What follows belongs to an exercise in optimizing a design on an open flow for small area, a short achievable clock period and few clock cycles; a production flow would make more cautious choices.
At most, simulation tests tie the RTL to the original design; equivalence was not proved.
Only the layout flow was run in runs 1 and 3; the RTL was not checked for function there.
No activity file was given, so power comes from the tool's default toggle rates.

## run.sh

```bash
#!/bin/bash
# synth_recipe.tcl (not shown) runs the flow's synth.tcl, then flattens the netlist and writes it again
# the make line also repeats each setting of config.mk as NAME=value (left out here)
make -C /OpenROAD-flow-scripts/flow DESIGN_CONFIG=/design/flow/config.mk WORK_HOME=/design/flow/orfs CLKGATE_MAP_FILE= SYNTH_SCRIPT=/design/flow/synth_recipe.tcl finish
```

## config.mk

```make
export PLATFORM = sky130hd
export DESIGN_NAME = lpmr_top
export DESIGN_NICKNAME = lpmr_top
export VERILOG_FILES = /design/flow/design.v
export SDC_FILE = /design/flow/constraint.sdc
export NUM_CORES = 4
export LEC_CHECK = 0
export CAP_MARGIN = 20
export CORE_MARGIN = 2
export CORE_UTILIZATION = 55
export CTS_BUF_LIST = sky130_fd_sc_hd__clkbuf_16
export CTS_CLUSTER_DIAMETER = 60
export CTS_CLUSTER_SIZE = 22
export SETUP_SLACK_MARGIN = 5.0
export SLEW_MARGIN = 20
```

## constraint.sdc

```tcl
create_clock -name core_clock -period 8.0 [get_ports {clk}]
set_input_delay 1.6000 -clock core_clock [delete_from_list [all_inputs] [get_ports {clk}]]
set_output_delay 1.6000 -clock core_clock [all_outputs]
set_load 0.01 [all_outputs]
```

## design.v

```verilog
package lpmr_pkg;
  localparam int LEN_W  = 7;
  localparam int BYTE_W = 8;
  typedef enum logic {
    REQ_WRITE = 1'b0,
    REQ_READ  = 1'b1
  } req_kind_t;
  typedef enum logic [2:0] {
    ST_WRITE_OK       = 3'd0,
    ST_WRITE_FULL     = 3'd1,
    ST_READ_OK        = 3'd2,
    ST_READ_EMPTY     = 3'd3,
    ST_READ_TOO_SMALL = 3'd4
  } status_t;
  typedef struct packed {
    req_kind_t          req_type;
    logic               first;
    logic               last;
    logic [LEN_W-1:0]   msg_len;
    logic [BYTE_W-1:0]  data_byte;
    logic [BYTE_W-1:0]  read_capacity;
  } req_t;
  typedef struct packed {
    status_t            status;
    logic [LEN_W-1:0]   out_len;
    logic [BYTE_W-1:0]  out_byte;
    logic               byte_valid;
    logic               last_out;
  } result_t;
endpackage
module length_prefixed_message_ring #(
  parameter int RING_BYTES    = 1024,
  parameter int HEADER_BYTES  = 8,
  parameter int MAX_MSG_BYTES = 64
) (
  input  logic              clk,
  input  logic              rst,
  input  logic              start,
  input  lpmr_pkg::req_t    req,
  output logic              busy,
  output logic              result_valid,
  output lpmr_pkg::result_t result
);
  localparam int LW  = lpmr_pkg::LEN_W;
  localparam int UW  = $clog2(RING_BYTES) + 1;              
  localparam int MAXN  = (RING_BYTES - 1) / HEADER_BYTES;
  localparam int NFIT  = (RING_BYTES - 1) / (HEADER_BYTES + MAX_MSG_BYTES);
  localparam int DMAX1 = NFIT * (MAX_MSG_BYTES + 1);
  localparam int DMAX2 = (NFIT + 1) + (RING_BYTES - 1) - (NFIT + 1) * HEADER_BYTES;
  localparam int DMAX  = (DMAX1 > DMAX2) ? DMAX1 : DMAX2;
  localparam int DSLK  = 9;                                 
  localparam int DN    = DMAX + DSLK;                       
  localparam int DW    = $clog2(DN + 1);
  localparam int CW    = $clog2(MAXN + 1);
  localparam int KC    = 16;                                
  localparam int KW    = $clog2(KC);
  localparam int QN    = 16;                                
  localparam int QW    = $clog2(QN);
  localparam int LIM0  = RING_BYTES - HEADER_BYTES - 1;
  localparam logic [LW-1:0] MAXL = LW'(MAX_MSG_BYTES);
  function automatic logic [DW-1:0] dinc(input logic [DW-1:0] p);
    if (p == DW'(DN - 1)) dinc = '0;
    else                  dinc = p + DW'(1);
  endfunction
  logic           iv;
  lpmr_pkg::req_t iw;
  logic           i_gt;         
  logic           i_nz, i_gt1;  
  logic [LW-1:0]  i_lm1;        
  logic           busy_q;
  assign busy = busy_q;
  always_ff @(posedge clk) begin
    iw    <= req;
    i_gt  <= (req.msg_len > MAXL);
    i_nz  <= (req.msg_len != '0);
    i_gt1 <= (req.msg_len > LW'(1));
    i_lm1 <= (req.msg_len == '0) ? '0 : req.msg_len - LW'(1);
    if (rst) iv <= 1'b0;
    else     iv <= start && !busy_q;
  end
  logic [UW-1:0]  lim;          
  logic [CW-1:0]  lcount;       
  logic           lnz;          
  logic [LW-1:0]  lc [KC];      
  logic [KW-1:0]  c_rd, c_rd1, c_wr;
  logic [KW:0]    c_cnt;
  logic [LW-1:0]  hlen;         
  logic           wopen, wref;
  logic [LW-1:0]  decl, brecv, brecv1;
  logic [LW-1:0]  rem;          
  logic           rem_nz, rem_gt1;
  logic [DW-1:0]  ctail, ctail1, ctail2, wptr, wptr1;
  logic [DW-1:0]  pcount;       
  logic [1:0]     e_inc, e_dec;
  logic [LW:0]    e_disc;
  localparam int BSW = 6;
  localparam int BS  = 1 << BSW;
  localparam int NB  = (DN + BS - 1) / BS;
  logic           wq_we;
  logic [DW-1:0]  wq_addr, wq_addr_n;
  logic [7:0]     wq_data_n;
  logic [7:0]     rbank [NB];
  logic           sw0_v, sw1_v, sw_land;
  logic [DW-1:0]  sw0_a, sw1_a;
  logic [LW-1:0]  sw0_d, sw1_d;
  logic [DW-1:0]  wk;
  logic           w_slot, w_got;
  localparam int QEW = 3 + LW;
  logic [QEW-1:0] q [QN];
  logic [QW-1:0]  q_h, q_t;
  logic [QW:0]    q_cnt;
  logic           hd_v;
  logic [2:0]     hd_st;
  logic [LW-1:0]  hd_len;
  logic           hd_strm, hd_one;
  logic           s_act, s_last;
  logic [LW-1:0]  s_rem, s_len;
  logic [DW-1:0]  rptr;         
  logic [DW-1:0]  ra;           
  logic           m_v, m_bv, m_last;
  logic [2:0]     m_st;
  logic [LW-1:0]  m_len;
  logic [7:0]     rd_q;
  logic           is_wr, is_rd;
  logic           refuse_f, open_e, refused_e, lt, store, discard, commit, closef;
  logic           slot_res, unc, cacheable;
  logic [LW-1:0]  decl_e, blen, rem_n;
  logic           remnz_n;
  logic [DW-1:0]  wptr_e, wptr_n, wptr1_n, wptr2_n;
  logic           empty, too_small, push, remove;
  logic [2:0]     push_st;
  logic [LW-1:0]  push_len;
  always_comb begin
    is_wr     = iv && (iw.req_type == lpmr_pkg::REQ_WRITE);
    is_rd     = iv && (iw.req_type == lpmr_pkg::REQ_READ);
    refuse_f  = i_gt || lim[UW-1] || ({{(UW-1-LW){1'b0}}, iw.msg_len} > lim[UW-2:0]);
    open_e    = iw.first | wopen;
    refused_e = iw.first ? refuse_f : wref;
    decl_e    = iw.first ? iw.msg_len : decl;
    lt        = iw.first ? i_nz : rem_nz;
    blen      = iw.first ? LW'(i_nz) : (rem_nz ? brecv1 : brecv);
    store     = is_wr && open_e && !refused_e && lt;
    slot_res  = is_wr && iw.first && !refuse_f;
    discard   = is_wr && iw.first && wopen;
    closef    = is_wr && open_e && iw.last;
    commit    = closef && !refused_e;
    wptr_e    = iw.first ? ctail1 : wptr;
    wptr_n    = store ? (iw.first ? ctail2 : wptr1) : wptr_e;
    wptr1_n   = store ? (iw.first ? dinc(ctail2) : dinc(wptr1)) : (iw.first ? ctail2 : wptr1);
    wptr2_n   = store ? (iw.first ? dinc(dinc(ctail2)) : dinc(dinc(wptr1)))
                      : (iw.first ? dinc(ctail2) : dinc(wptr1));
    rem_n     = iw.first ? i_lm1 : (rem_nz ? rem - LW'(1) : rem);
    remnz_n   = iw.first ? i_gt1 : rem_gt1;
    unc       = (lcount != CW'(c_cnt));
    cacheable = !unc && (c_cnt != (KW+1)'(KC));
    empty     = !lnz;
    too_small = (iw.read_capacity < {1'b0, hlen});
    remove    = is_rd && !empty && !too_small;
    push      = closef || is_rd;
    if (!iw.req_type) begin
      push_st  = refused_e ? lpmr_pkg::ST_WRITE_FULL : lpmr_pkg::ST_WRITE_OK;
      push_len = refused_e ? decl_e : blen;
    end else begin
      push_st  = empty ? lpmr_pkg::ST_READ_EMPTY :
                 too_small ? lpmr_pkg::ST_READ_TOO_SMALL : lpmr_pkg::ST_READ_OK;
      push_len = empty ? '0 : hlen;
    end
  end
  logic           c_push_c, c_push, w_go, sw_issue;
  logic [LW-1:0]  c_pval;
  logic [KW:0]    c_cnt_n;
  logic [DW:0]    wk_sum;
  always_comb begin
    c_push_c = commit && cacheable;
    c_push   = c_push_c || w_got;
    c_pval   = w_got ? rd_q[LW-1:0] : blen;
    c_cnt_n  = c_cnt + (KW+1)'(c_push) - (KW+1)'(remove);
    w_go     = unc && (c_cnt != (KW+1)'(KC)) && !w_slot && !w_got &&
               !sw0_v && !sw1_v && !sw_land;
    wk_sum   = {1'b0, wk} + (DW+1)'(rd_q[LW-1:0]) + (DW+1)'(1);
    sw_issue = sw0_v && !store;
  end
  always_comb begin
    wq_addr_n = store ? wptr_e : sw0_a;
    wq_data_n = store ? iw.data_byte : {1'b0, sw0_d};
  end
  for (genvar b = 0; b < NB; b++) begin : g_bank
    localparam int SZ = (b == NB - 1) ? DN - b * BS : BS;
    logic [7:0] mem [SZ];
    logic [7:0] wd;
    always_ff @(posedge clk) begin
      if (wq_addr_n[DW-1:BSW] == (DW-BSW)'(b)) wd <= wq_data_n;
      if (wq_we && (wq_addr[DW-1:BSW] == (DW-BSW)'(b))) mem[wq_addr[BSW-1:0]] <= wd;
    end
    assign rbank[b] = mem[ra[BSW-1:0]];
  end
  logic           take, consume, stream_rd, hold;
  logic [DW-1:0]  rptr_n;
  always_comb begin
    hold      = w_slot;                  
    consume   = hd_v && !s_act && !hold;
    take      = !hd_v || consume;
    stream_rd = !hold && (s_act || (consume && hd_strm));
    rptr_n    = rptr;
    if (stream_rd) begin
      if (s_act ? s_last : hd_one) rptr_n = dinc(dinc(rptr));
      else                         rptr_n = dinc(rptr);
    end else if (consume && (hd_st == lpmr_pkg::ST_READ_OK)) begin
      rptr_n = dinc(rptr);               
    end
  end
  always_ff @(posedge clk) begin
    wq_addr <= wq_addr_n;
    if (c_push) lc[c_wr] <= c_pval;
    q[q_t] <= {push_st, push_len};
    if (remove && (c_cnt != (KW+1)'(1))) hlen <= lc[c_rd1];
    else if (c_push && (c_cnt == '0 || remove)) hlen <= c_pval;
    if (take) begin
      {hd_st, hd_len} <= q[q_h];
      hd_strm <= (q[q_h][QEW-1 -: 3] == lpmr_pkg::ST_READ_OK) && (q[q_h][LW-1:0] != '0);
      hd_one  <= (q[q_h][LW-1:0] == LW'(1));
    end
    rd_q <= rbank[ra[DW-1:BSW]];
    if (s_act) begin
      m_st   <= lpmr_pkg::ST_READ_OK;
      m_len  <= s_len;
      m_bv   <= 1'b1;
      m_last <= s_last;
    end else begin
      m_st   <= hd_st;
      m_len  <= hd_len;
      m_bv   <= hd_strm;
      m_last <= !hd_strm || hd_one;
    end
    if (!hold) begin
      if (s_act) begin
        s_rem  <= s_rem - LW'(1);
        s_last <= (s_rem == LW'(2));
      end else begin
        s_rem  <= hd_len - LW'(1);
        s_last <= (hd_len == LW'(2));
        s_len  <= hd_len;
      end
    end
    result.status     <= lpmr_pkg::status_t'(m_st);
    result.out_len    <= m_len;
    result.out_byte   <= m_bv ? rd_q : 8'h00;
    result.byte_valid <= m_bv;
    result.last_out   <= m_last;
    if (w_got) wk <= (wk_sum >= (DW+1)'(DN)) ? DW'(wk_sum - (DW+1)'(DN)) : wk_sum[DW-1:0];
    else if (commit && !cacheable && !unc) wk <= ctail;
    if (sw_issue) begin
      sw0_a <= sw1_a;
      sw0_d <= sw1_d;
    end
    if (commit && !cacheable) begin
      if (!sw0_v || (sw_issue && !sw1_v)) begin
        sw0_a <= ctail;
        sw0_d <= blen;
      end else begin
        sw1_a <= ctail;
        sw1_d <= blen;
      end
    end
    if (rst) begin
      busy_q       <= 1'b0;
      lim          <= UW'(LIM0);
      lcount       <= '0;
      lnz          <= 1'b0;
      c_rd         <= '0;
      c_rd1        <= KW'(1);
      c_wr         <= '0;
      c_cnt        <= '0;
      wopen        <= 1'b0;
      wref         <= 1'b0;
      decl         <= '0;
      brecv        <= '0;
      ctail        <= '0;
      ctail1       <= DW'(1);
      ctail2       <= DW'(2);
      wptr         <= '0;
      wptr1        <= DW'(1);
      pcount       <= '0;
      e_inc        <= '0;
      e_dec        <= '0;
      e_disc       <= '0;
      wq_we        <= 1'b0;
      sw0_v        <= 1'b0;
      sw1_v        <= 1'b0;
      sw_land      <= 1'b0;
      w_slot       <= 1'b0;
      w_got        <= 1'b0;
      q_h          <= '0;
      q_t          <= '0;
      q_cnt        <= '0;
      hd_v         <= 1'b0;
      s_act        <= 1'b0;
      rptr         <= DW'(1);
      ra           <= DW'(1);
      m_v          <= 1'b0;
      result_valid <= 1'b0;
    end else begin
      busy_q <= (q_cnt >= (QW+1)'(QN - 3)) || (pcount >= DW'(DN - 7)) ||
                (commit && !cacheable) || (unc && (c_cnt < (KW+1)'(3)));
      wq_we  <= store || sw0_v;
      if (is_wr && open_e) begin
        wopen   <= !iw.last;
        wref    <= refused_e;
        decl    <= decl_e;
        brecv   <= blen;
        brecv1  <= blen + LW'(1);
        rem     <= rem_n;
        rem_nz  <= remnz_n;
        rem_gt1 <= (rem_n > LW'(1));
        wptr    <= wptr_n;
        wptr1   <= wptr1_n;
      end
      if (commit) begin
        ctail  <= wptr_n;
        ctail1 <= wptr1_n;
        ctail2 <= wptr2_n;
        lcount <= lcount + CW'(1);
        lnz    <= 1'b1;
        lim    <= lim - UW'(HEADER_BYTES) - UW'(blen);
      end
      if (remove) begin
        lcount <= lcount - CW'(1);
        lnz    <= (lcount != CW'(1));
        lim    <= lim + UW'(HEADER_BYTES) + UW'(hlen);
      end
      if (c_push) c_wr <= c_wr + KW'(1);
      if (remove) begin
        c_rd  <= c_rd1;
        c_rd1 <= c_rd1 + KW'(1);
      end
      c_cnt <= c_cnt_n;
      sw_land <= sw_issue;
      if (sw_issue) sw0_v <= sw1_v;
      if (sw_issue) sw1_v <= 1'b0;
      if (commit && !cacheable) begin
        if (!sw0_v || (sw_issue && !sw1_v)) sw0_v <= 1'b1;
        else                                sw1_v <= 1'b1;
      end
      w_slot <= w_go;
      w_got  <= w_slot;
      ra     <= w_go ? wk : rptr_n;
      e_inc  <= {1'b0, store} + {1'b0, slot_res};
      e_dec  <= {1'b0, stream_rd} +
                {1'b0, consume && (hd_st == lpmr_pkg::ST_READ_OK)};
      e_disc <= (discard && !wref) ? {1'b0, brecv} + (LW+1)'(1) : '0;
      pcount <= pcount + DW'(e_inc) - DW'(e_dec) - DW'(e_disc);
      if (push) q_t <= q_t + QW'(1);
      if (take && (q_cnt != '0)) q_h <= q_h + QW'(1);
      q_cnt <= q_cnt + (QW+1)'(push) - (QW+1)'(take && (q_cnt != '0));
      if (take) hd_v <= (q_cnt != '0);
      m_v  <= !hold && (s_act || consume);
      rptr <= rptr_n;
      if (!hold) begin
        if (s_act) begin
          if (s_last) s_act <= 1'b0;
        end else if (consume && hd_strm && !hd_one) begin
          s_act <= 1'b1;
        end
      end
      result_valid <= m_v;
    end
  end
endmodule
module lpmr_top (
  input  logic       clk,
  input  logic       rst,
  input  logic       start,
  input  logic       req_type,
  input  logic       first,
  input  logic       last,
  input  logic [6:0] msg_len,
  input  logic [7:0] data_byte,
  input  logic [7:0] read_capacity,
  output logic       busy,
  output logic       result_valid,
  output logic [2:0] status,
  output logic [6:0] out_len,
  output logic [7:0] out_byte,
  output logic       byte_valid,
  output logic       last_out
);
  lpmr_pkg::req_t    req;
  lpmr_pkg::result_t result;
  assign req.req_type      = lpmr_pkg::req_kind_t'(req_type);
  assign req.first         = first;
  assign req.last          = last;
  assign req.msg_len       = msg_len;
  assign req.data_byte     = data_byte;
  assign req.read_capacity = read_capacity;
  length_prefixed_message_ring #(
    .RING_BYTES    (512),
    .HEADER_BYTES  (8),
    .MAX_MSG_BYTES (64)
  ) u_ring (
    .clk          (clk),
    .rst          (rst),
    .start        (start),
    .req          (req),
    .busy         (busy),
    .result_valid (result_valid),
    .result       (result)
  );
  assign status     = result.status;
  assign out_len    = result.out_len;
  assign out_byte   = result.out_byte;
  assign byte_valid = result.byte_valid;
  assign last_out   = result.last_out;
endmodule
```

==> results of run 1 <==
[worst max path at each step]
stage | slack, ns | start | endpoint
after global placement | 2.76 | u_ring.ra[2] | u_ring.rd_q[3]
after floorplan | 4.63 | u_ring.wk[1] | u_ring.wk[4]
after detailed placement | 2.91 | u_ring.lim[1] | u_ring.sw1_a[8]
after global routing | 4.36 | u_ring.rd_q[0] | u_ring.wk[4]
final | 4.40 | u_ring.ra[2] | u_ring.rd_q[4]
after CTS | 4.29 | u_ring.wq_addr[1] | u_ring.g_bank[0].mem[16][5]
[layer usage]
layer  global-route usage  vias to the layer above  part of all wire
li1                     -                    37600                 -
met1                0.478                    51200              0.36
met2                0.519                     6278              0.45
met3                0.105                     1177              0.13
met4                0.183                       18             0.060
met5                    0                        -           0.00040
[per-stage QoR]
stage	power, uW	hold slack, ns	std cells	area (sq um)	setup slack, ns
5_1_grt	60800	0.345	13900	200000	4.36
3_5_place_dp	40200	0.312	13000	179000	2.91
3_3_place_gp	40100	0.319	13000	179000	2.76
6_report	59600	0.334	13900	200000	4.40
2_1_floorplan	34600	0.310	9044	174000	4.63
4_1_cts	58200	0.336	13700	196000	4.29
[sequential cells by signal, summed over array words and instances (netlist names), 10 cells and up, named ones only]
| name | flops |
|---|---|
| u_ring.q | 160 |
| u_ring.lc | 112 |
| u_ring.g_bank.wd | 64 |
| u_ring.result | 20 |
| u_ring.iw | 26 |
| u_ring.g_bank.mem | 3712 |
| u_ring.lim | 10 |
[final cells by class]
type | count | share of cell area
Sequential cell | 4387 | 0.645
Timing Repair Buffer | 683 | 0.0430
Inverter | 133 | 0.00288
Antenna cell | 18 | 0.000225
Multi-Input combinational cell | 4018 | 0.233
Tap cell | 4160 | 0.0260
Timing Repair inverter | 3 | 0.000131
Clock inverter | 224 | 0.0126
Clock buffer | 301 | 0.0376
[power groups by stage]
stage	combinational, uW	clock [uW]	sequential (uW)
after floorplan	7080	0	27600
after global placement	12500	0	27600
after detailed placement	12700	0	27600
after CTS	14700	16600	26900
after global routing	16400	17400	27000
final	16100	16500	27000
[logic make-up (layout without fill, tap and decap cells)]
family                     count (synthesis)  count (layout)  synth area share
adders and majority gates                125             125           0.00940
buffers and inverters                    640            1344            0.0183
DFF                                     4387            4387             0.744
muxes                                   1312            1312             0.149
AOI/OAI and AO/OA                        865             865            0.0332
xor gates and xnor gates                 106             106           0.00535
other                                      0              18                 0
and+or+nand+nor                         1609            1610            0.0414
[cell usage in the layout (no fill, tap or decap), drive strengths merged, types with 23 or more instances in the layout]
cell	instances
xnor2	62
mux4	1008
ha	116
nor4	23
a31oi	35
o221ai	23
nand4	28
a21oi	194
a211oi	68
nor2b	76
and2	49
bufinv	24
dfxtp	264
nor2	687
nor3	93
clkdlybuf4s50	27
mux2	50
inv	231
buf	606
bufbuf	23
clkbuf	328
edfxtp	4123
a22o	32
mux2i	254
nand2	421
nand2b	35
a22oi	107
nand3	95
clkinvlp	23
o21ai	133
a221oi	36
clkinv	82
o22ai	83
xor2	44
[what timing repair did]
item                        CTS  global route
setup endpoints to repair  3950          3711
buffers inserted            166           141
resized for setup          1105           445
pin swaps                    85           103
gates cloned                 48            28
==> impl_metrics.csv, run 1 <==
group,metric,value,unit
status,status,"timing/DRC/antenna clean",
power_and_ir_drop,p_seq_frac,0.453,
synthesis,yosys-top-cells-count,"edfxtp_1 (4123), mux4_2 (1008), nor2_1 (687)",
min_path,hp-start,"u_ring.m_len[0]",
final_layout,final_core_util,0.637,
cts,cts_root_buffer,"clkbuf_16",
critical_path,start_kind,"flip-flop",
critical_path,max_stage_delay,0.51,ns
min_path,hold_end,"u_ring.result[10]",
floorplanning,start_util,0.552,
min_path,hold-path-cell-count,0,
final_layout,layout-drive-gt1-share,0.320,
sta,setup_viol,0,
critical_path,crit_fanout,28,
final_layout,area.sequential,129000,sq um
final_layout,area_delta_synth_final,15.4,%
synthesis,yosysSeqAreaShare,0.744,
cts,cts_max_level,5,
power_and_ir_drop,power_frac_comb,0.270,
cts,cts_buffer_depth,4,
power_and_ir_drop,ir_drop,0.268,mV
grt,grt-ovfl-total,0,
grt,antenna_found_initial,20,
flow_run,drv_cap,0,
critical_path,critPathTopFamily,"simple AND/OR/NAND/NOR gates",
synthesis,synth_top_area_share,0.713,
final_layout,nets,9675,
critical_path,timing.rr.end,"u_ring.rd_q[4]",
floorplanning,dieWidth,566,microns
critical_path,crit_arrival,4.44,ns
final_layout,n_fill_cell,21500,
critical_path,path_depth,9,
synthesis,ys_async_sr_fraction,0,
power_and_ir_drop,p_clk_frac,0.277,
floorplanning,io_pins,51,
grt,grt_pass1_vias,91400,
synthesis,synth_nets,9198,
critical_path,critPathKind,"flip-flop to flip-flop",
power_and_ir_drop,switchingPower,19200,uW
sta,hold_viol_final,0,
grt,grt.total_usage,0.352,
cts,hold_buffers,0,
placement,io_buffers,50,
critical_path,reg2regPathDepth,9,
power_and_ir_drop,p_int,40400,uW
floorplanning,rows,206,
floorplanning,coreArea,314000,sq um
synthesis,yosys-top-cells-area,"edfxtp_1 (71%), mux4_2 (13%), dfxtp_1 (3.0%), nor2_1 (1.5%), mux2i_1 (1.5%)",
cts,cts_tree,"done",
synthesis,avgSynthCellArea,19.2,sq um
min_path,min_path_type,"flip-flop to flip-flop",
routing,drt_pre_antenna_iters,6,
sta,setup_tns,0,ns
routing,drt.antenna.violating_nets,0,
synthesis,synth_cell_types,86,
critical_path,cp-end-kind,"flip-flop",
critical_path,r2r_start,"u_ring.ra[2]",
sta,worstMarginPinSlew,1.26,ns
cts,clk_latency,0.97,ns
sta,rsz0062_at_grt,"yes",
floorplanning,die_area,320000,sq um
synthesis,synth_enable_flop_cells,4123,
cts,numCtsBuffers,295,
floorplanning,die_h,566,microns
sta,max_clock_freq,278,MHz
critical_path,cp_cell_sequence,"buf_8, nor2_4, buf_8, nand2_1, o22ai_1, nor4_2, a21oi_1, nand4_1, or3_1",
cts,cts.sinks,4387,
routing,dr.first_iter.drc_count,15100,
placement,dpl.hpwl,340,mm
routing,wl_per_cell,41.0,microns
power_and_ir_drop,switching_share,0.322,
grt,grt_pass1_wl,763,mm
synthesis,yosys.area.top_type,"edfxtp_1",
critical_path,cpMostUsedCell,"buf_8",
synthesis,syn_area,174000,sq um
routing,vias,96300,
routing,drc_errors,0,
synthesis,ys_seq_elements,4387,
synthesis,ys_warn_count,2,
power_and_ir_drop,p_per_area,297,nW/um^2
grt,grt_max_degree,86,
power_and_ir_drop,leakage,0.0632,uW
routing,via_per_inst,6.91,
sta,period_share,0.450,
critical_path,cp.required,8.84,ns
sta,skew,0.0564,ns
critical_path,crit_buf_inv,2,
synthesis,synth_most_common_cell,"edfxtp_1",
synthesis,syn_inst,9044,
sta,fin_crit,3.60,ns
sta,max-slew-margin-rel,0.161,
critical_path,r2r_slack,4.40,ns
placement,place.gp.congestion,0.937,
final_layout,multiInputGateArea,46700,sq um
cts,clk_pin_slew,0.09,ns
critical_path,slowest_stage,"nor2_4",
routing,wl,572,mm
sta,slew_viol_final,0,
synthesis,ys.flop_type,"edfxtp_1",
==> inputs of run 2 (changes only) <==
--- a/design.v
+++ b/design.v
@@ -50,3 +50,3 @@
   localparam int DMAX  = (DMAX1 > DMAX2) ? DMAX1 : DMAX2;
-  localparam int DSLK  = 9;                                 
+  localparam int DSLK  = 8;                                 
   localparam int DN    = DMAX + DSLK;                       
@@ -95,3 +95,3 @@
   logic [LW:0]    e_disc;
-  localparam int BSW = 6;
+  localparam int BSW = 7;
   localparam int BS  = 1 << BSW;
==> run 2 against run 1 <==
  * Clock power about the same
  * Area after synthesis is 0.65% lower
  * Total power fell by 1.8%
  * First-iteration DRC count shrank 11%
  * Largest cell class unchanged
  * Register-to-register slack got worse by 0.22 ns
  * Non-clock buffer count decreased by 16
  * Setup slack worse by 0.22 ns
  * Critical path type unchanged
  * Largest power group unchanged
  * Sequential cell count fell by 40
  * Clock-buffer cell count grew 14
  * Global-route usage decreased by 2.9 points
==> impl_metrics.csv, run 2 <==
group,metric,value,unit
critical_path,critPathKind,"flip-flop to flip-flop",
sta,fin_worst_hold_slack,0.334,ns
synthesis,synth_enable_flop_cells,4083,
synthesis,yosys-top-cells-area,"edfxtp_1 (71%), mux4_2 (14%), dfxtp_1 (3.1%), nor2_1 (1.6%), mux2i_1 (1.3%)",
final_layout,layout_common_cells,"edfxtp_1 (4083), mux4_2 (1037), buf_4 (417)",
sta,max_clock_freq,262,MHz
critical_path,reg2regPathDepth,9,
power_and_ir_drop,ir_drop,0.277,mV
cts,cts_buffer_depth,4,
cts,clk_latency,0.95,ns
synthesis,ys_warn_count,2,
critical_path,start_kind,"flip-flop",
routing,drt_pre_antenna_iters,8,
grt,grt_pass1_vias,90800,
final_layout,nets,9623,
synthesis,ys_seq_elements,4347,
synthesis,synth_top_area_share,0.711,
power_and_ir_drop,switching_share,0.310,
cts,cts_tree,"done",
final_layout,layout-drive-gt1-share,0.316,
cts,cts_max_level,5,
critical_path,r2r_start,"u_ring.ra[6]",
synthesis,ys_async_sr_fraction,0,
cts,hold_buffers,0,
critical_path,timing.rr.end,"u_ring.rd_q[5]",
floorplanning,start_util,0.553,
synthesis,syn_area,172000,sq um
cts,cts_root_buffer,"clkbuf_16",
synthesis,yosysSeqAreaShare,0.742,
grt,grt_pass1_wl,712,mm
synthesis,avgSynthCellArea,19.2,sq um
critical_path,crit_fanout,17,
grt,grt.total_usage,0.323,
min_path,min_path_type,"flip-flop to flip-flop",
critical_path,critPathCapture,"u_ring.rd_q[5]",
sta,worstMarginPinSlew,1.17,ns
power_and_ir_drop,p_clk_frac,0.285,
floorplanning,dieWidth,564,microns
sta,skew,0.0473,ns
synthesis,yosys-top-cells-count,"edfxtp_1 (4083), mux4_2 (1037), nor2_1 (717)",
synthesis,yosys.area.top_type,"edfxtp_1",
power_and_ir_drop,p_int,40400,uW
flow_run,drv_cap,0,
cts,cts.sinks,4347,
grt,grt_max_degree,128,
routing,drt.antenna.violating_nets,0,
placement,dp_slack,2.42,ns
routing,via_per_inst,6.73,
final_layout,layout_commonest_cell,"edfxtp_1",
floorplanning,io_pins,51,
synthesis,synth_nets,9145,
floorplanning,rows,205,
synthesis,synth_most_common_cell,"edfxtp_1",
power_and_ir_drop,power_frac_comb,0.251,
sta,slew_viol_final,0,
sta,hold_viol_final,0,
floorplanning,coreArea,312000,sq um
routing,wl_per_cell,37.2,microns
cts,clk_pin_slew,0.08,ns
power_and_ir_drop,p_per_area,296,nW/um^2
synthesis,synth_cell_types,82,
power_and_ir_drop,leakage,0.0627,uW
cts,numCtsBuffers,304,
sta,fin_crit,3.82,ns
sta,max-slew-margin-rel,0.217,
power_and_ir_drop,p_total,58600,uW
final_layout,area_delta_synth_final,14.7,%
placement,dpl.hpwl,311,mm
synthesis,syn_inst,8985,
final_layout,largest_reg_flops,3704,
grt,antenna_found_initial,29,
floorplanning,die_h,564,microns
placement,io_buffers,50,
routing,wl,515,mm
critical_path,crit_arrival,4.62,ns
grt,grt-ovfl-total,0,
critical_path,crit_start,"u_ring.ra[6]",
routing,vias,93300,
sta,timing.final.ws_setup,4.18,ns
floorplanning,die_area,318000,sq um
critical_path,r2r_slack,4.18,ns
critical_path,cp-end-kind,"flip-flop",
final_layout,final_core_util,0.634,
routing,drc_errors,0,
sta,rsz0062_at_grt,"yes",
sta,setup_tns,0,ns
placement,place.gp.congestion,0.903,
synthesis,ys.flop_type,"edfxtp_1",
sta,setup_viol,0,
status,status,"timing/DRC/antenna clean",
critical_path,cp.required,8.80,ns
power_and_ir_drop,switchingPower,18200,uW
sta,period_share,0.477,
routing,dr.first_iter.drc_count,13400,
power_and_ir_drop,p_seq_frac,0.463,
-- run 2: changes by cell type after synthesis, moves of 28 or more --
cell / before / now
mux2_2: 46 / 85
mux2i_1: 254 / 216
nor2_1: 687 / 717
mux4_2: 1008 / 1037
a211oi_1: 68 / 30
nor2b_1: 75 / 39
edfxtp_1: 4123 / 4083
buf_6: 54 / 24
a22oi_1: 107 / 79
-- run 2: how the worst min path moves through the flow --
stage	slack, ns	from	cells past startpoint	to
2_1_floorplan	0.31	u_ring.m_last	0	u_ring.result[0]
3_3_place_gp	0.32	u_ring.m_len[3]	0	u_ring.result[13]
3_5_place_dp	0.31	u_ring.m_len[3]	0	u_ring.result[13]
4_1_cts	0.34	u_ring.m_len[6]	0	u_ring.result[16]
5_1_grt	0.34	u_ring.m_len[6]	0	u_ring.result[16]
6_report	0.33	u_ring.m_st[2]	0	u_ring.result[19]
-- run 2: cell type report --
type / instances / area, sq um
flip-flops and latches: 4347 / 128000
fillers: 21700 / 114000
inverters: 143 / 564
multi-input cells: 3997 / 45600
diodes: 20 / 50.0
well taps: 4140 / 5180
repair buffers: 667 / 8050
clock buffers: 315 / 7880
clock inverters: 231 / 2550
repair inverters: 3 / 18.8
-- run 2: cells by family after synthesis --
family	count (synthesis)	share of synthesized area
adder cells (fa/ha/maj)	131	0.00990
buffers and inverters	644	0.0174
multiplexers	1338	0.154
AND/OR/NAND/NOR	1618	0.0417
flip-flops	4347	0.742
XOR/XNOR	107	0.00543
AO/OA/AOI/OAI	800	0.0305
-- run 2: worst max-delay path, cell delays in order, from the launching register on --
cell and delay [ns]:
dfxtp_4 0.67, buf_6 0.39, nand2b_1 0.17, buf_4 0.33
or2_2 0.38, nor2_1 0.20, or4_4 0.65, nor4_4 0.55
buf_4 0.22, a21oi_1 0.06
-- run 2: metrics by stage --
| stage | std cells | area (sq um) |
|---|---|---|
| 4_1_cts | 13800 | 196000 |
| 3_3_place_gp | 12900 | 178000 |
| 2_1_floorplan | 8985 | 173000 |
| 3_5_place_dp | 12900 | 178000 |
| 5_1_grt | 13800 | 198000 |
| 6_report | 13900 | 198000 |
-- run 2: metal layers --
layer	share of wire	track usage
met1	0.38	0.449
met2	0.47	0.497
met3	0.10	0.0777
met4	0.046	0.129
met5	0.00060	0
-- run 2: what timing repair did --
action,CTS,global route
gates resized for setup,1071,282
pin swaps,149,76
buffers inserted,237,80
endpoints found under the setup margin,3835,2250
hold endpoints to repair,0,0
gates cloned,62,8
-- run 2: power by group through the flow --
| stage | Clock [uW] | Sequential, uW | Combinational (uW) |
|---|---|---|---|
| detailed placement | 0 | 27700 | 12000 |
| global placement | 0 | 27700 | 11800 |
| finish | 16700 | 27100 | 14700 |
| global route | 17600 | 27200 | 15200 |
| floorplan | 0 | 28200 | 6650 |
| CTS | 16900 | 27100 | 14000 |
Testbench counts of run 2, summed over its fixed seeds: cycles 22,592.
==> inputs of run 3 (changes only) <==
--- a/design.v
+++ b/design.v
@@ -50,3 +50,3 @@
   localparam int DMAX  = (DMAX1 > DMAX2) ? DMAX1 : DMAX2;
-  localparam int DSLK  = 8;                                 
+  localparam int DSLK  = 9;                                 
   localparam int DN    = DMAX + DSLK;                       
@@ -95,3 +95,3 @@
   logic [LW:0]    e_disc;
-  localparam int BSW = 7;
+  localparam int BSW = 6;
   localparam int BS  = 1 << BSW;
@@ -101,3 +101,4 @@
   logic [7:0]     wq_data_n;
-  logic [7:0]     rbank [NB];
+  logic [NB-1:0][7:0] rb_q;     
+  logic [DW-BSW-1:0] rab_q;     
   logic           sw0_v, sw1_v, sw_land;
@@ -122,3 +123,3 @@
   logic [LW-1:0]  m_len;
-  logic [7:0]     rd_q;
+  logic [7:0]     rd_q;         
   logic           is_wr, is_rd;
@@ -132,2 +133,3 @@
   logic [LW-1:0]  push_len;
+  logic [UW-1:0]  lim_c, lim_r;
   always_comb begin
@@ -153,2 +155,6 @@
     remnz_n   = iw.first ? i_gt1 : rem_gt1;
+    if (iw.first) lim_c = lim - UW'(HEADER_BYTES) - UW'(i_nz);
+    else          lim_c = rem_nz ? lim - UW'(HEADER_BYTES) - UW'(brecv1)
+                                 : lim - UW'(HEADER_BYTES) - UW'(brecv);
+    lim_r     = lim + UW'(HEADER_BYTES) + UW'(hlen);
     unc       = (lcount != CW'(c_cnt));
@@ -176,3 +182,5 @@
     c_pval   = w_got ? rd_q[LW-1:0] : blen;
-    c_cnt_n  = c_cnt + (KW+1)'(c_push) - (KW+1)'(remove);
+    if (c_push && !remove)      c_cnt_n = c_cnt + (KW+1)'(1);
+    else if (!c_push && remove) c_cnt_n = c_cnt - (KW+1)'(1);
+    else                        c_cnt_n = c_cnt;
     w_go     = unc && (c_cnt != (KW+1)'(KC)) && !w_slot && !w_got &&
@@ -194,4 +202,5 @@
     end
-    assign rbank[b] = mem[ra[BSW-1:0]];
+    always_ff @(posedge clk) rb_q[b] <= mem[ra[BSW-1:0]];
   end
+  assign rd_q = rb_q[rab_q];
   logic           take, consume, stream_rd, hold;
@@ -222,3 +231,3 @@
     end
-    rd_q <= rbank[ra[DW-1:BSW]];
+    rab_q <= ra[DW-1:BSW];
     if (s_act) begin
@@ -323,3 +332,3 @@
         lnz    <= 1'b1;
-        lim    <= lim - UW'(HEADER_BYTES) - UW'(blen);
+        lim    <= lim_c;
       end
@@ -328,3 +337,3 @@
         lnz    <= (lcount != CW'(1));
-        lim    <= lim + UW'(HEADER_BYTES) + UW'(hlen);
+        lim    <= lim_r;
       end
==> run 3 against run 2 <==
  * Total power decreased by 1.6%
  * Largest cell class unchanged
  * Cell area fell by 0.60%
  * First-iteration DRC count down 20%
  * Sequential share of layout area increased by 1.6 points
  * Setup slack got worse by 0.19 ns
  * Register-to-register slack got worse by 0.19 ns
  * Still clean
  * Synthesized cell count fell by 7.0%
  * Highest routed layer unchanged
==> impl_metrics.csv, run 3 <==
group,metric,value,unit
status,status,"timing/DRC/antenna clean",
critical_path,critPathKind,"flip-flop to flip-flop",
sta,max_clock_freq,249,MHz
grt,grt_pass1_vias,84500,
critical_path,cp_cell_sequence,"buf_6, mux4_2, mux2_4, fa_2, a211oi_2, nor2_2, nor2_2, ha_1, nand4b_1, a21o_1, nor4_1, mux2i_1, a211o_1, a31o_2",
critical_path,crit_fanout,8,
final_layout,area_delta_synth_final,13.0,%
synthesis,synth_nets,8499,
critical_path,cpMostUsedCell,"nor2_2",
min_path,min_path_type,"flip-flop to flip-flop",
synthesis,avgSynthCellArea,20.8,sq um
critical_path,slowest_stage,"mux4_2",
cts,cts_max_level,5,
synthesis,ys_warn_count,1,
floorplanning,die_area,321000,sq um
final_layout,layout-drive-gt1-share,0.329,
final_layout,largest_reg_flops,3712,
sta,slew_viol_final,0,
sta,fin_crit,4.01,ns
final_layout,layout_commonest_cell,"edfxtp_1",
placement,place.gp.congestion,0.871,
flow_run,drv_cap,0,
synthesis,yosys-top-cells-area,"edfxtp_1 (71%), mux4_2 (17%), dfxtp_1 (3.7%), nor2_1 (1.3%), ha_1 (0.78%)",
synthesis,syn_area,174000,sq um
synthesis,ys.flop_type,"edfxtp_1",
sta,worstMarginPinSlew,1.18,ns
cts,cts_tree,"done",
synthesis,synth_enable_flop_cells,4123,
sta,max-slew-margin-rel,0.215,
final_layout,nets,8809,
sta,fin_worst_hold_slack,0.329,ns
placement,dpl.hpwl,279,mm
critical_path,max_stage_delay,0.54,ns
floorplanning,io_pins,51,
synthesis,yosysSeqAreaShare,0.748,
grt,grt_pass1_wl,660,mm
routing,via_per_inst,6.59,
grt,grt.total_usage,0.294,
sta,hold_viol_final,0,
cts,hold_buffers,0,
floorplanning,rows,206,
routing,dr.first_iter.drc_count,10800,
cts,cts.sinks,4446,
floorplanning,die_h,567,microns
cts,clk_pin_slew,0.08,ns
routing,wl,476,mm
routing,wl_per_cell,36.4,microns
synthesis,yosys-top-cells-count,"edfxtp_1 (4123), mux4_2 (1308), nor2_1 (625)",
routing,drt.antenna.violating_nets,0,
synthesis,synth_cell_types,87,
cts,cts_root_buffer,"clkbuf_16",
synthesis,ys_async_sr_fraction,0,
cts,cts_buffer_depth,4,
final_layout,n_fill_cell,21700,
critical_path,cp.required,8.68,ns
critical_path,crit_arrival,4.69,ns
critical_path,start_kind,"flip-flop",
synthesis,syn_inst,8354,
sta,period_share,0.501,
grt,grt-ovfl-total,0,
final_layout,layout_common_cells,"edfxtp_1 (4123), mux4_2 (1308), clkbuf_16 (331)",
critical_path,cp-end-kind,"flip-flop",
cts,clk_latency,0.94,ns
power_and_ir_drop,leakage,0.0614,uW
floorplanning,dieWidth,567,microns
power_and_ir_drop,p_per_area,293,nW/um^2
synthesis,synth_most_common_cell,"edfxtp_1",
floorplanning,start_util,0.553,
synthesis,ys_seq_elements,4446,
routing,vias,86300,
power_and_ir_drop,ir_drop,0.295,mV
synthesis,yosys.area.top_type,"edfxtp_1",
grt,grt_max_degree,104,
grt,antenna_found_initial,22,
sta,setup_viol,0,
sta,setup_tns,0,ns
sta,rsz0062_at_grt,"yes",
sta,skew,0.0405,ns
synthesis,synth_top_area_share,0.711,
routing,drt_pre_antenna_iters,6,
routing,drc_errors,0,
floorplanning,coreArea,315000,sq um
placement,io_buffers,50,
cts,numCtsBuffers,310,
[run 3: worst max-delay path: cells and delay by family, from the launching register on]
family	cells	cell delay, ns
buffers and inverters	1	0.12
adders and majority gates	2	0.57
AOI/OAI and AO/OA	4	1.02
muxes	3	1.01
DFF	1	0.43
and+or+nand+nor	4	0.63
[run 3: timing repair]
| item | CTS | global route |
|---|---|---|
| setup buffers | 115 | 46 |
| gates resized for setup | 726 | 217 |
| gates cloned | 50 | 14 |
| pin swaps | 42 | 35 |
| setup endpoints to repair | 3602 | 1467 |
[run 3: final timing paths]
path	cells past startpoint	endpoint	slack, ns	from
hold / removal	0	u_ring.result[12]	0.33	u_ring.m_len[2]
hold reg to reg	0	u_ring.result[12]	0.33	u_ring.m_len[2]
setup reg to reg	14	u_ring.wk[6]	3.99	u_ring.rab_q[0]
setup / recovery	14	u_ring.wk[6]	3.99	u_ring.rab_q[0]
[run 3: metal layers]
layer  vias up  GRT usage  part of all wire
met4        16      0.100             0.037
met5         -          0           0.00034
met1     47000      0.423              0.40
met2      3629      0.460              0.48
met3       668     0.0543             0.081
li1      35000          -                 -
[run 3: stage by stage]
stage / setup WS (ns) / instance area (sq um) / instances / total power (uW) / util
after detailed placement: 3.00 / 180000 / 12300 / 39500 / 0.571
after global placement: 3.01 / 180000 / 12300 / 39400 / 0.571
final: 3.99 / 197000 / 13100 / 57600 / 0.624
after floorplan: 3.96 / 174000 / 8354 / 35000 / -
after global routing: 3.87 / 197000 / 13100 / 59200 / 0.624
after CTS: 4.09 / 195000 / 13000 / 57600 / 0.619
[run 3: area by class of cell]
| type | count | area, sq um | area share |
|---|---|---|---|
| clock buffers | 318 | 7960 | 0.0405 |
| multi-input cells | 3330 | 44000 | 0.224 |
| repair buffers | 460 | 6020 | 0.0306 |
| clock inverters | 244 | 2570 | 0.0131 |
| inverters | 116 | 462 | 0.00235 |
| diodes | 22 | 55.1 | 0.000280 |
| well taps | 4160 | 5200 | 0.0265 |
| flip-flops and latches | 4446 | 130000 | 0.663 |
[run 3: kinds of logic after synthesis]
group / Yosys count / synth area share
compound gates: 404 / 0.0152
xor+xnor: 101 / 0.00508
fa+ha+maj: 116 / 0.00868
buf+inv: 581 / 0.0136
flops: 4446 / 0.748
mux: 1427 / 0.176
simple gates: 1279 / 0.0326
[run 3: power breakdown]
| group | switching, uW | internal (uW) |
|---|---|---|
| sequential | 653 | 26900 |
| clock | 8650 | 8110 |
| combinational | 7550 | 5790 |
| total | 16900 | 40800 |
==> inputs of run 4 (changes only) <==
--- a/design.v
+++ b/design.v
@@ -107,3 +107,4 @@
   logic [DW-1:0]  wk;
-  logic           w_slot, w_got;
+  logic           w_slot, w_got, w_got2;
+  logic [LW-1:0]  w_len;        
   localparam int QEW = 3 + LW;
@@ -180,4 +181,4 @@
     c_push_c = commit && cacheable;
-    c_push   = c_push_c || w_got;
-    c_pval   = w_got ? rd_q[LW-1:0] : blen;
+    c_push   = c_push_c || w_got2;
+    c_pval   = w_got2 ? w_len : blen;
     if (c_push && !remove)      c_cnt_n = c_cnt + (KW+1)'(1);
@@ -185,5 +186,5 @@
     else                        c_cnt_n = c_cnt;
-    w_go     = unc && (c_cnt != (KW+1)'(KC)) && !w_slot && !w_got &&
+    w_go     = unc && (c_cnt != (KW+1)'(KC)) && !w_slot && !w_got && !w_got2 &&
                !sw0_v && !sw1_v && !sw_land;
-    wk_sum   = {1'b0, wk} + (DW+1)'(rd_q[LW-1:0]) + (DW+1)'(1);
+    wk_sum   = {1'b0, wk} + (DW+1)'(w_len) + (DW+1)'(1);
     sw_issue = sw0_v && !store;
@@ -258,3 +259,4 @@
     result.last_out   <= m_last;
-    if (w_got) wk <= (wk_sum >= (DW+1)'(DN)) ? DW'(wk_sum - (DW+1)'(DN)) : wk_sum[DW-1:0];
+    if (w_got) w_len <= rd_q[LW-1:0];
+    if (w_got2) wk <= (wk_sum >= (DW+1)'(DN)) ? DW'(wk_sum - (DW+1)'(DN)) : wk_sum[DW-1:0];
     else if (commit && !cacheable && !unc) wk <= ctail;
@@ -301,2 +303,3 @@
       w_got        <= 1'b0;
+      w_got2       <= 1'b0;
       q_h          <= '0;
@@ -354,2 +357,3 @@
       w_got  <= w_slot;
+      w_got2 <= w_got;
       ra     <= w_go ? wk : rptr_n;
==> run 4 against run 3 <==
  * The layout now fails its checks (slew limit)
  * Synthesized cell count down 0.45%
  * First-iteration DRC count shrank 10%
  * Via count decreased by 3.0%
  * Area after synthesis is essentially flat
  * Routed wire length decreased by 3.3%
  * Critical path depth decreased by 9
  * Cell count is 1.4% lower
  * Utilization down 0.44 points
  * Clock skew rose by 0.0039 ns
  * Register-to-register slack better by 0.77 ns
  * Clock-buffer cell count fell by 6
  * Global-route usage decreased by 0.90 points
  * Largest power group unchanged
==> impl_metrics.csv, run 4 <==
group,metric,value,unit
routing,drc_errors,0,
sta,period_share,0.406,
sta,slew_viol_final,38,
synthesis,avgSynthCellArea,20.9,sq um
cts,cts_buffer_depth,4,
sta,fin_worst_hold_slack,0.329,ns
critical_path,slowest_stage,"dfxtp_1",
routing,drt.antenna.violating_nets,0,
synthesis,synth_top_area_share,0.713,
final_layout,layout_commonest_cell,"edfxtp_1",
critical_path,cp.required,8.55,ns
synthesis,synth_enable_flop_cells,4130,
sta,rsz0062_at_grt,"yes",
placement,place.gp.congestion,0.834,
cts,cts.sinks,4454,
critical_path,crit_arrival,3.80,ns
sta,max_clock_freq,308,MHz
critical_path,cp_cell_sequence,"nand2_1, nor2_2, nand2_2, buf_4, nor2_2",
flow_run,drv_cap,0,
placement,dpl.hpwl,271,mm
floorplanning,die_h,567,microns
synthesis,synth_most_common_cell,"edfxtp_1",
final_layout,area_delta_synth_final,12.2,%
critical_path,cp-end-kind,"flip-flop",
sta,timing.final.ws_setup,4.75,ns
synthesis,yosys-top-cells-count,"edfxtp_1 (4130), mux4_2 (1312), nor2_1 (642)",
synthesis,synth_nets,8460,
synthesis,ys_warn_count,1,
critical_path,cpMostUsedCell,"nor2_2",
floorplanning,coreArea,315000,sq um
final_layout,nets,8642,
power_and_ir_drop,p_per_area,286,nW/um^2
grt,grt_pass1_vias,82700,
synthesis,syn_area,174000,sq um
grt,antenna_found_initial,18,
routing,vias,83700,
synthesis,synth_cell_types,84,
synthesis,ys.flop_type,"edfxtp_1",
critical_path,crit_fanout,10,
critical_path,max_stage_delay,0.72,ns
status,checkFailReasons,"slew limit",
synthesis,yosys-top-cells-area,"edfxtp_1 (71%), mux4_2 (17%), dfxtp_1 (3.7%), nor2_1 (1.4%), ha_1 (0.77%)",
sta,worstMarginPinSlew,1.51,ns
synthesis,syn_inst,8316,
critical_path,critPathTopFamily,"simple AND/OR/NAND/NOR gates",
grt,grt-ovfl-total,0,
routing,wl,460,mm
power_and_ir_drop,ir_drop,0.277,mV
routing,via_per_inst,6.49,
sta,setup_viol,0,
sta,skew,0.0444,ns
final_layout,largest_reg_flops,3712,
cts,cts_max_level,5,
floorplanning,io_pins,51,
cts,cts_tree,"done",
floorplanning,die_area,321000,sq um
critical_path,start_kind,"flip-flop",
grt,grt_max_degree,131,
cts,clk_pin_slew,0.08,ns
routing,drt_pre_antenna_iters,14,
final_layout,layout-drive-gt1-share,0.325,
sta,setup_tns,0,ns
sta,fin_crit,3.25,ns
routing,dr.first_iter.drc_count,9670,
cts,cts_root_buffer,"clkbuf_16",
final_layout,layout_common_cells,"edfxtp_1 (4130), mux4_2 (1312), clkbuf_16 (325)",
routing,wl_per_cell,35.7,microns
placement,io_buffers,50,
synthesis,ys_async_sr_fraction,0,
grt,grt_pass1_wl,642,mm
floorplanning,dieWidth,567,microns
min_path,min_path_type,"flip-flop to flip-flop",
synthesis,ys_seq_elements,4454,
synthesis,yosysSeqAreaShare,0.750,
sta,max-slew-margin-rel,-0.00962,
status,status,"finished with violations",
cts,clk_latency,0.95,ns
critical_path,crit_buf_inv,1,
power_and_ir_drop,leakage,0.0605,uW
placement,dp_slack,3.32,ns
synthesis,yosys.area.top_type,"edfxtp_1",
critical_path,critPathKind,"flip-flop to flip-flop",
floorplanning,rows,206,
floorplanning,start_util,0.553,
grt,grt.total_usage,0.285,
cts,numCtsBuffers,300,
sta,hold_viol_final,0,
[run 4: cell types whose count changed in the layout (fill, tap and decap cells not counted), sizes merged, moves of 13 or more]
cell    before  now
buf        404  282
nand2b      38   18
clkinv     104   82
nor2       627  642
mux2i       62   80
mux2        57   70
nand2      280  314
xnor2       57   80
nand3       80   40
[run 4: cells by family (layout without fill, tap and decap cells)]
family                   after synthesis  in the layout  synth area share
flip-flops                          4454           4454             0.750
multiplexers                        1462           1462             0.179
AND/OR/NAND/NOR                     1236           1237            0.0303
buffers and inverters                568            983            0.0132
AO/OA/AOI/OAI                        355            356            0.0127
XOR/XNOR                             126            126           0.00634
adder cells (fa/ha/maj)              115            115           0.00861
other                                  0             14                 0
[run 4: area by class of cell]
| type | count | area (sq um) |
|---|---|---|
| diodes | 14 | 35.0 |
| clock buffers | 312 | 7810 |
| clock inverters | 225 | 2410 |
| fillers | 21800 | 120000 |
| inverters | 110 | 444 |
| multi-input cells | 3296 | 44500 |
| flip-flops and latches | 4454 | 131000 |
| well taps | 4160 | 5200 |
| repair buffers | 334 | 4260 |
| repair inverters | 2 | 16.3 |
[run 4: final timing paths]
check / start / slack (ns) / end / depth (start not counted)
min: u_ring.m_st[1] / 0.33 / u_ring.result[18] / 0
max: u_ring.wq_addr[1] / 4.75 / u_ring.g_bank[0].mem[39][7] / 5
max reg2reg: u_ring.wq_addr[1] / 4.75 / u_ring.g_bank[0].mem[39][7] / 5
min reg2reg: u_ring.m_st[1] / 0.33 / u_ring.result[18] / 0
[run 4: worst reg2reg max path, stage by stage, from the launching register on]
cell     delay, ns
dfxtp_1       0.72
nand2_1       0.45
nor2_2        0.41
nand2_2       0.43
buf_4         0.41
nor2_2        0.45
[run 4: through the flow]
step | cell area [sq um] | std cells | total power, uW | utilization
finish | 195000 | 12900 | 55900 | 0.620
global route | 195000 | 12900 | 57500 | 0.620
CTS | 193000 | 12800 | 55900 | 0.613
detailed placement | 180000 | 12200 | 39000 | 0.570
global placement | 180000 | 12200 | 38900 | 0.570
floorplan | 174000 | 8316 | 34800 | -
[run 4: power breakdown]
group          switching [uW]  internal (uW)  total [uW]  leakage [uW]
combinational            6580           5740       12300        0.0154
clock                    8400           8040       16400       0.00508
sequential                746          26400       27100        0.0400
total                   15700          40200       55900        0.0605
[run 4: per-layer routing]
metal / GRT usage / share of wire
met3: 0.0596 / 0.083
met5: 0.00669 / 0.00030
met1: 0.394 / 0.39
met2: 0.459 / 0.49
met4: 0.0922 / 0.034
[run 4: repair_timing]
action                     4_1_cts  5_1_grt
pin swaps                       24       31
cloned                          30       14
buffers inserted                39       45
setup endpoints to repair     3833     3128
hold buffers                     0        0
gates resized for setup        715      351
Testbench counts of run 4, summed over its fixed seeds: cycles 22,592.
==> inputs of run 5 (changes only) <==
--- a/config.mk
+++ b/config.mk
@@ -14,2 +14,2 @@
 export SETUP_SLACK_MARGIN = 5.0
-export SLEW_MARGIN = 20
+export SLEW_MARGIN = 30
==> run 5 against run 4 <==
  * Now clean on timing, DRC and antenna
  * Worst hold slack barely moved
  * Sequential share of layout area shrank 0.060 points
  * Cell count shrank 0.10%
  * Sequential power hardly changed
  * Area after synthesis is the same
  * Sequential cell count is the same
  * Cell area about the same
  * Combinational power is essentially flat
  * Critical path depth down 1
  * Clock-buffer cell count up 5
  * Routed wire length rose by 0.29%
  * Non-clock buffer count is 14 lower
  * Critical endpoint is now u_ring.g_bank[6].mem[60][0]
  * Largest power group unchanged
==> impl_metrics.csv, run 5 <==
group,metric,value,unit
final_layout,largest_reg_flops,3712,
sta,worstMarginPinSlew,1.30,ns
sta,setup_tns,0,ns
placement,io_buffers,50,
floorplanning,dieWidth,567,microns
grt,antenna_found_initial,19,
grt,grt_pass1_wl,643,mm
synthesis,yosys.area.top_type,"edfxtp_1",
critical_path,start_kind,"flip-flop",
synthesis,yosys-top-cells-count,"edfxtp_1 (4130), mux4_2 (1312), nor2_1 (642)",
min_path,min_path_type,"flip-flop to flip-flop",
critical_path,critPathCapture,"u_ring.g_bank[6].mem[60][0]",
placement,dpl.hpwl,271,mm
grt,grt.total_usage,0.286,
cts,numCtsBuffers,302,
grt,grt-ovfl-total,0,
synthesis,synth_nets,8460,
cts,hold_buffers,0,
synthesis,ys_seq_elements,4454,
synthesis,synth_top_area_share,0.713,
flow_run,drv_cap,0,
status,status,"timing/DRC/antenna clean",
critical_path,cp-end-kind,"flip-flop",
power_and_ir_drop,ir_drop,0.222,mV
final_layout,multiInputGateArea,44800,sq um
cts,cts.sinks,4454,
final_layout,final_core_util,0.621,
synthesis,synth_enable_flop_cells,4130,
floorplanning,start_util,0.553,
critical_path,crit_arrival,3.79,ns
critical_path,reg2regPathDepth,4,
floorplanning,die_h,567,microns
sta,period_share,0.403,
cts,cts_max_level,5,
final_layout,layout_common_cells,"edfxtp_1 (4130), mux4_2 (1312), clkbuf_16 (332)",
cts,cts_buffer_depth,4,
routing,via_per_inst,6.50,
critical_path,crit_start,"u_ring.wq_addr[3]",
synthesis,ys_async_sr_fraction,0,
synthesis,yosysSeqAreaShare,0.750,
critical_path,critPathKind,"flip-flop to flip-flop",
synthesis,syn_inst,8316,
cts,cts_root_buffer,"clkbuf_16",
power_and_ir_drop,leakage,0.0605,uW
routing,vias,83800,
sta,slew_viol_final,0,
synthesis,ys.flop_type,"edfxtp_1",
synthesis,yosys-top-cells-area,"edfxtp_1 (71%), mux4_2 (17%), dfxtp_1 (3.7%), nor2_1 (1.4%), ha_1 (0.77%)",
sta,setup_viol,0,
synthesis,syn_area,174000,sq um
critical_path,crit_fanout,10,
routing,dr.first_iter.drc_count,10200,
cts,clk_pin_slew,0.08,ns
power_and_ir_drop,p_per_area,286,nW/um^2
final_layout,layout-drive-gt1-share,0.325,
floorplanning,rows,206,
synthesis,avgSynthCellArea,20.9,sq um
critical_path,timing.rr.end,"u_ring.g_bank[6].mem[60][0]",
final_layout,n_fill_cell,21700,
synthesis,synth_cell_types,84,
final_layout,nets,8629,
final_layout,area_delta_synth_final,12.3,%
routing,wl_per_cell,35.8,microns
critical_path,r2r_start,"u_ring.wq_addr[3]",
synthesis,ys_warn_count,1,
critical_path,r2r_slack,4.78,ns
routing,wl,462,mm
placement,place.gp.congestion,0.834,
cts,cts_tree,"done",
sta,rsz0062_at_grt,"yes",
sta,skew,0.0568,ns
sta,fin_crit,3.22,ns
grt,grt_pass1_vias,83100,
routing,drt.antenna.violating_nets,0,
final_layout,area.sequential,131000,sq um
floorplanning,io_pins,51,
cts,clk_latency,0.95,ns
sta,max_clock_freq,311,MHz
final_layout,layout_commonest_cell,"edfxtp_1",
synthesis,synth_most_common_cell,"edfxtp_1",
critical_path,cp.required,8.57,ns
routing,drc_errors,0,
sta,hold_viol_final,0,
sta,max-slew-margin-rel,0.131,
floorplanning,coreArea,315000,sq um
grt,grt_max_degree,131,
floorplanning,die_area,321000,sq um
routing,drt_pre_antenna_iters,6,
==> run 5: cell counts after synthesis <==
Identical to the previous run, type by type.
==> run 5: area by class of cell <==
cell class,count,area share
tap,4160,0.0266
inverter,110,0.00229
multi-input combinational,3295,0.229
antenna,13,0.000166
timing repair buffer,320,0.0213
timing repair inverter,2,0.0000704
sequential,4454,0.668
clock inverter,223,0.0118
clock buffer,317,0.0406
==> run 5: report_power, final <==
group | total, uW | internal, uW | leakage (uW) | switching, uW
sequential | 27100 | 26400 | 0.0400 | 748
clock | 16500 | 8010 | 0.00511 | 8460
combinational | 12300 | 5690 | 0.0154 | 6620
==> run 5: logic make-up (layout without fill, tap and decap cells) <==
family / Yosys count / after routing / share of synthesized area
DFF: 4454 / 4454 / 0.750
muxes: 1462 / 1462 / 0.179
and+or+nand+nor: 1236 / 1237 / 0.0303
buffers and inverters: 568 / 972 / 0.0132
AOI/OAI and AO/OA: 355 / 355 / 0.0127
xor gates and xnor gates: 126 / 126 / 0.00634
adders and majority gates: 115 / 115 / 0.00861
other: 0 / 13 / 0
==> run 5: worst max-delay path, stage by stage, from the launching register on <==
cell and delay [ns]:
dfxtp_1 0.66, nand2b_1 0.51, nor2_2 0.60, nand2_4 0.51, nor2_4 0.52
==> run 5: worst min-delay path by stage <==
stage               startpoint           endpoint  slack (ns)  cells after the start
6_report        u_ring.m_st[1]  u_ring.result[18]        0.33                      0
5_1_grt        u_ring.m_len[3]  u_ring.result[13]        0.33                      0
4_1_cts           u_ring.ra[6]    u_ring.rab_q[0]        0.33                      0
3_5_place_dp      u_ring.ra[6]    u_ring.rab_q[0]        0.31                      0
3_3_place_gp   u_ring.m_len[1]  u_ring.result[11]        0.31                      0
2_1_floorplan     u_ring.ra[6]    u_ring.rab_q[0]        0.31                      0
==> run 5: timing repair <==
item                       4_1_cts  5_1_grt
pin swaps                       25       26
setup buffers                   42       24
gates cloned                    29       16
setup endpoints to repair     3763     3335
gates resized for setup        766      302
==> run 5: per-layer routing <==
| layer | share of wire | global-route usage | vias to the layer above |
|---|---|---|---|
| li1 | - | - | 34400 |
| met1 | 0.39 | 0.398 | 45500 |
| met2 | 0.49 | 0.459 | 3317 |
| met3 | 0.078 | 0.0561 | 596 |
| met4 | 0.036 | 0.0949 | 4 |
| met5 | 0.000056 | 0 | - |
==> run 5: per-stage QoR <==
step           hold WS [ns]  cell area, sq um  cells  setup slack (ns)  power [uW]
3_5_place_dp          0.312            180000  12200              3.34       39000
3_3_place_gp          0.315            180000  12200              3.29       38900
4_1_cts               0.331            193000  12800              4.67       55900
5_1_grt               0.334            195000  12900              4.78       57500
6_report              0.330            195000  12900              4.78       55900
2_1_floorplan         0.310            174000   8316              4.92       34800
==> inputs of run 6 (changes only) <==
--- a/config.mk
+++ b/config.mk
@@ -9,3 +9,3 @@
 export CORE_MARGIN = 2
-export CORE_UTILIZATION = 55
+export CORE_UTILIZATION = 50
 export CTS_BUF_LIST = sky130_fd_sc_hd__clkbuf_16
==> run 6 against run 5 <==
  * Still clean on timing, DRC and antenna
  * Fmax is 2.9% lower
  * Critical path depth stayed put
  * Routed wire length down 1.5%
  * Combinational power is essentially flat
  * Worst hold slack got worse by 0.00087 ns
  * Setup slack got worse by 0.095 ns
  * Sequential share of layout area down 0.41 points
  * Utilization fell by 5.2 points
  * Cell area increased by 0.63%
==> impl_metrics.csv, run 6 <==
group,metric,value,unit
synthesis,yosys-top-cells-count,"edfxtp_1 (4130), mux4_2 (1312), nor2_1 (642)",
cts,cts_root_buffer,"clkbuf_16",
synthesis,yosysSeqAreaShare,0.750,
cts,cts_max_level,5,
cts,clk_latency,0.95,ns
final_layout,nets,8645,
sta,max_clock_freq,302,MHz
synthesis,synth_top_area_share,0.713,
critical_path,cp_cell_sequence,"nand2_1, nor3_2, nand2_4, nor2_2",
synthesis,synth_cell_types,84,
placement,io_buffers,50,
synthesis,avgSynthCellArea,20.9,sq um
routing,drt_pre_antenna_iters,5,
grt,grt_pass1_vias,83700,
final_layout,area_delta_synth_final,13.0,%
final_layout,multiInputGateArea,44800,sq um
placement,placed_area,180000,sq um
sta,skew,0.0378,ns
grt,grt_max_degree,139,
critical_path,crit_buf_inv,0,
floorplanning,coreArea,346000,sq um
synthesis,synth_enable_flop_cells,4130,
sta,setup_viol,0,
floorplanning,die_h,594,microns
cts,clk_pin_slew,0.08,ns
floorplanning,io_pins,51,
routing,via_per_inst,6.29,
sta,rsz0062_at_grt,"yes",
final_layout,n_fill_cell,25200,
placement,place_inst,12600,
final_layout,final_area,197000,sq um
power_and_ir_drop,p_total,56600,uW
floorplanning,rows,216,
final_layout,largest_reg_flops,3712,
synthesis,yosys-top-cells-area,"edfxtp_1 (71%), mux4_2 (17%), dfxtp_1 (3.7%), nor2_1 (1.4%), ha_1 (0.77%)",
final_layout,area.sequential,131000,sq um
grt,grt.total_usage,0.256,
critical_path,start_kind,"flip-flop",
cts,cts_tree,"done",
floorplanning,dieWidth,594,microns
critical_path,critPathTopFamily,"simple AND/OR/NAND/NOR gates",
routing,drt.antenna.violating_nets,0,
routing,dr.first_iter.drc_count,10400,
critical_path,critPathKind,"flip-flop to flip-flop",
sta,fin_crit,3.32,ns
power_and_ir_drop,leakage,0.0606,uW
floorplanning,start_util,0.503,
grt,antenna_found_initial,15,
cts,hold_buffers,0,
final_layout,final_cell_count_no_fill,13300,
status,status,"timing/DRC/antenna clean",
sta,max-slew-margin-rel,0.160,
floorplanning,die_area,353000,sq um
synthesis,synth_most_common_cell,"edfxtp_1",
cts,cts.sinks,4454,
routing,drc_errors,0,
cts,cts_buffer_depth,4,
critical_path,max_stage_delay,0.72,ns
routing,wl,455,mm
synthesis,ys_async_sr_fraction,0,
synthesis,yosys.area.top_type,"edfxtp_1",
synthesis,ys_seq_elements,4454,
synthesis,ys.flop_type,"edfxtp_1",
sta,hold_viol_final,0,
synthesis,syn_inst,8316,
placement,place.gp.congestion,0.849,
cts,numCtsBuffers,322,
critical_path,slowest_stage,"dfxtp_1",
power_and_ir_drop,p_per_area,288,nW/um^2
sta,period_share,0.414,
grt,grt-ovfl-total,0,
power_and_ir_drop,ir_drop,0.281,mV
synthesis,syn_area,174000,sq um
routing,vias,83900,
synthesis,ys_warn_count,1,
sta,worstMarginPinSlew,1.26,ns
critical_path,cp.required,8.59,ns
critical_path,crit_fanout,10,
grt,grt_pass1_wl,640,mm
sta,slew_viol_final,0,
placement,dpl.hpwl,271,mm
critical_path,cp-end-kind,"flip-flop",
min_path,min_path_type,"flip-flop to flip-flop",
final_layout,final_core_util,0.568,
routing,wl_per_cell,34.1,microns
sta,setup_tns,0,ns
synthesis,synth_nets,8460,
flow_run,drv_cap,0,
final_layout,layout_commonest_cell,"edfxtp_1",
final_layout,layout-drive-gt1-share,0.332,
final_layout,layout_common_cells,"edfxtp_1 (4130), mux4_2 (1312), clkbuf_16 (342)",
critical_path,crit_arrival,3.90,ns
-- run 6: changes by cell type in the layout (fill, tap and decap cells not counted), sizes merged --
| cell | before | now |
|---|---|---|
| buf | 262 | 269 |
| bufinv | 14 | 15 |
| diode | 13 | 6 |
| clkbuf | 334 | 344 |
| bufbuf | 14 | 9 |
| nand2b | 18 | 17 |
| clkinv | 84 | 104 |
| inv | 217 | 225 |
-- run 6: what timing repair did --
item,4_1_cts,5_1_grt
hold endpoints to repair,0,0
setup endpoints to repair,3785,3585
setup buffers,52,21
resized for setup,835,291
pin swaps,28,31
cloned,21,10
-- run 6: final cells by class --
cell class	count	area share
Clock buffer	332	0.0422
Multi-Input combinational cell	3294	0.228
Clock inverter	252	0.0144
Timing Repair Buffer	317	0.0199
Timing Repair inverter	2	0.0000700
Antenna cell	6	0.0000763
Sequential cell	4454	0.664
Inverter	110	0.00227
Tap cell	4578	0.0291
-- run 6: final timing paths --
kind	end	depth (start not counted)	from	slack (ns)
worst max register to register	u_ring.g_bank[4].mem[9][6]	4	u_ring.wq_addr[3]	4.68
worst min-delay path	u_ring.rab_q[0]	0	u_ring.ra[6]	0.33
worst min register to register	u_ring.rab_q[0]	0	u_ring.ra[6]	0.33
worst max-delay path	u_ring.g_bank[4].mem[9][6]	4	u_ring.wq_addr[3]	4.68
-- run 6: where the power goes --
part	switching, uW	internal [uW]	leakage [uW]
Combinational	6470	5590	0.0151
Clock	8860	8510	0.00549
Sequential	791	26400	0.0400
Total	16100	40500	0.0606
-- run 6: routing by layer --
layer | vias to the layer above | routed length (microns) | GRT usage
met5 | - | 57 | 0
met4 | 8 | 15500 | 0.0843
met3 | 601 | 33600 | 0.0465
met2 | 3228 | 222000 | 0.410
met1 | 45500 | 184000 | 0.359
li1 | 34500 | - | -
-- run 6: logic make-up (layout without fill, tap and decap cells) --
family | count (synthesis) | after routing | synth area share
flops | 4454 | 4454 | 0.750
mux | 1462 | 1462 | 0.179
simple gates | 1236 | 1236 | 0.0303
buf+inv | 568 | 1013 | 0.0132
compound gates | 355 | 355 | 0.0127
xor+xnor | 126 | 126 | 0.00634
fa+ha+maj | 115 | 115 | 0.00861
other cells | 0 | 6 | 0
-- run 6: per-stage QoR --
step                worst slack [ns]  hold WS, ns
floorplan                       4.92        0.310
global placement                3.22        0.314
detailed placement              3.35        0.313
CTS                             4.73        0.332
global route                    4.67        0.334
finish                          4.68        0.329

## afterwards: timing with drivers on the ports
How much do the figures lean on ideal ports? The routed layouts below were timed once more, with nothing changed but the port constraints. Step 1 (the two cells are an assumption about what drives the block):
set clk [get_ports {clk}]
set_driving_cell -lib_cell sky130_fd_sc_hd__clkbuf_16 $clk
set_driving_cell -lib_cell sky130_fd_sc_hd__buf_2 [delete_from_list [all_inputs] $clk]
Step 2 moves the port delays by t, midway between the first and last clock arrival at a register: inputs arrive t later, outputs are due t later. That takes back most of the time a late clock gives input paths. Three values: ideal, step 1, step 2; two values: the first two.
run	shift t [ns]	setup WS [ns]	hold slack, ns	worst setup path after step 2	pins driven straight from the clock port
run 1	1.044	4.401 / 4.401 / 4.401	0.334 / 0.334 / 0.334	register to register	1
run 2	1.032	4.180 / 4.180 / 4.180	0.334 / 0.334 / 0.334	register to register	1
run 3	1.018	3.989 / 3.989 / 3.989	0.329 / 0.329 / 0.329	register to register	1
run 4	1.030	4.755 / 4.755 / 4.246	0.329 / 0.329 / 0.329	input to register	1
run 5	1.020	4.780 / 4.780 / 4.279	0.330 / 0.330 / 0.330	input to register	1
run 6	1.044	4.685 / 4.685 / 4.362	0.329 / 0.329 / 0.329	input to register	1
The setup slack of run 4, which loses most, moves by 0.000 ns with the drivers and by -0.509 ns with both steps.
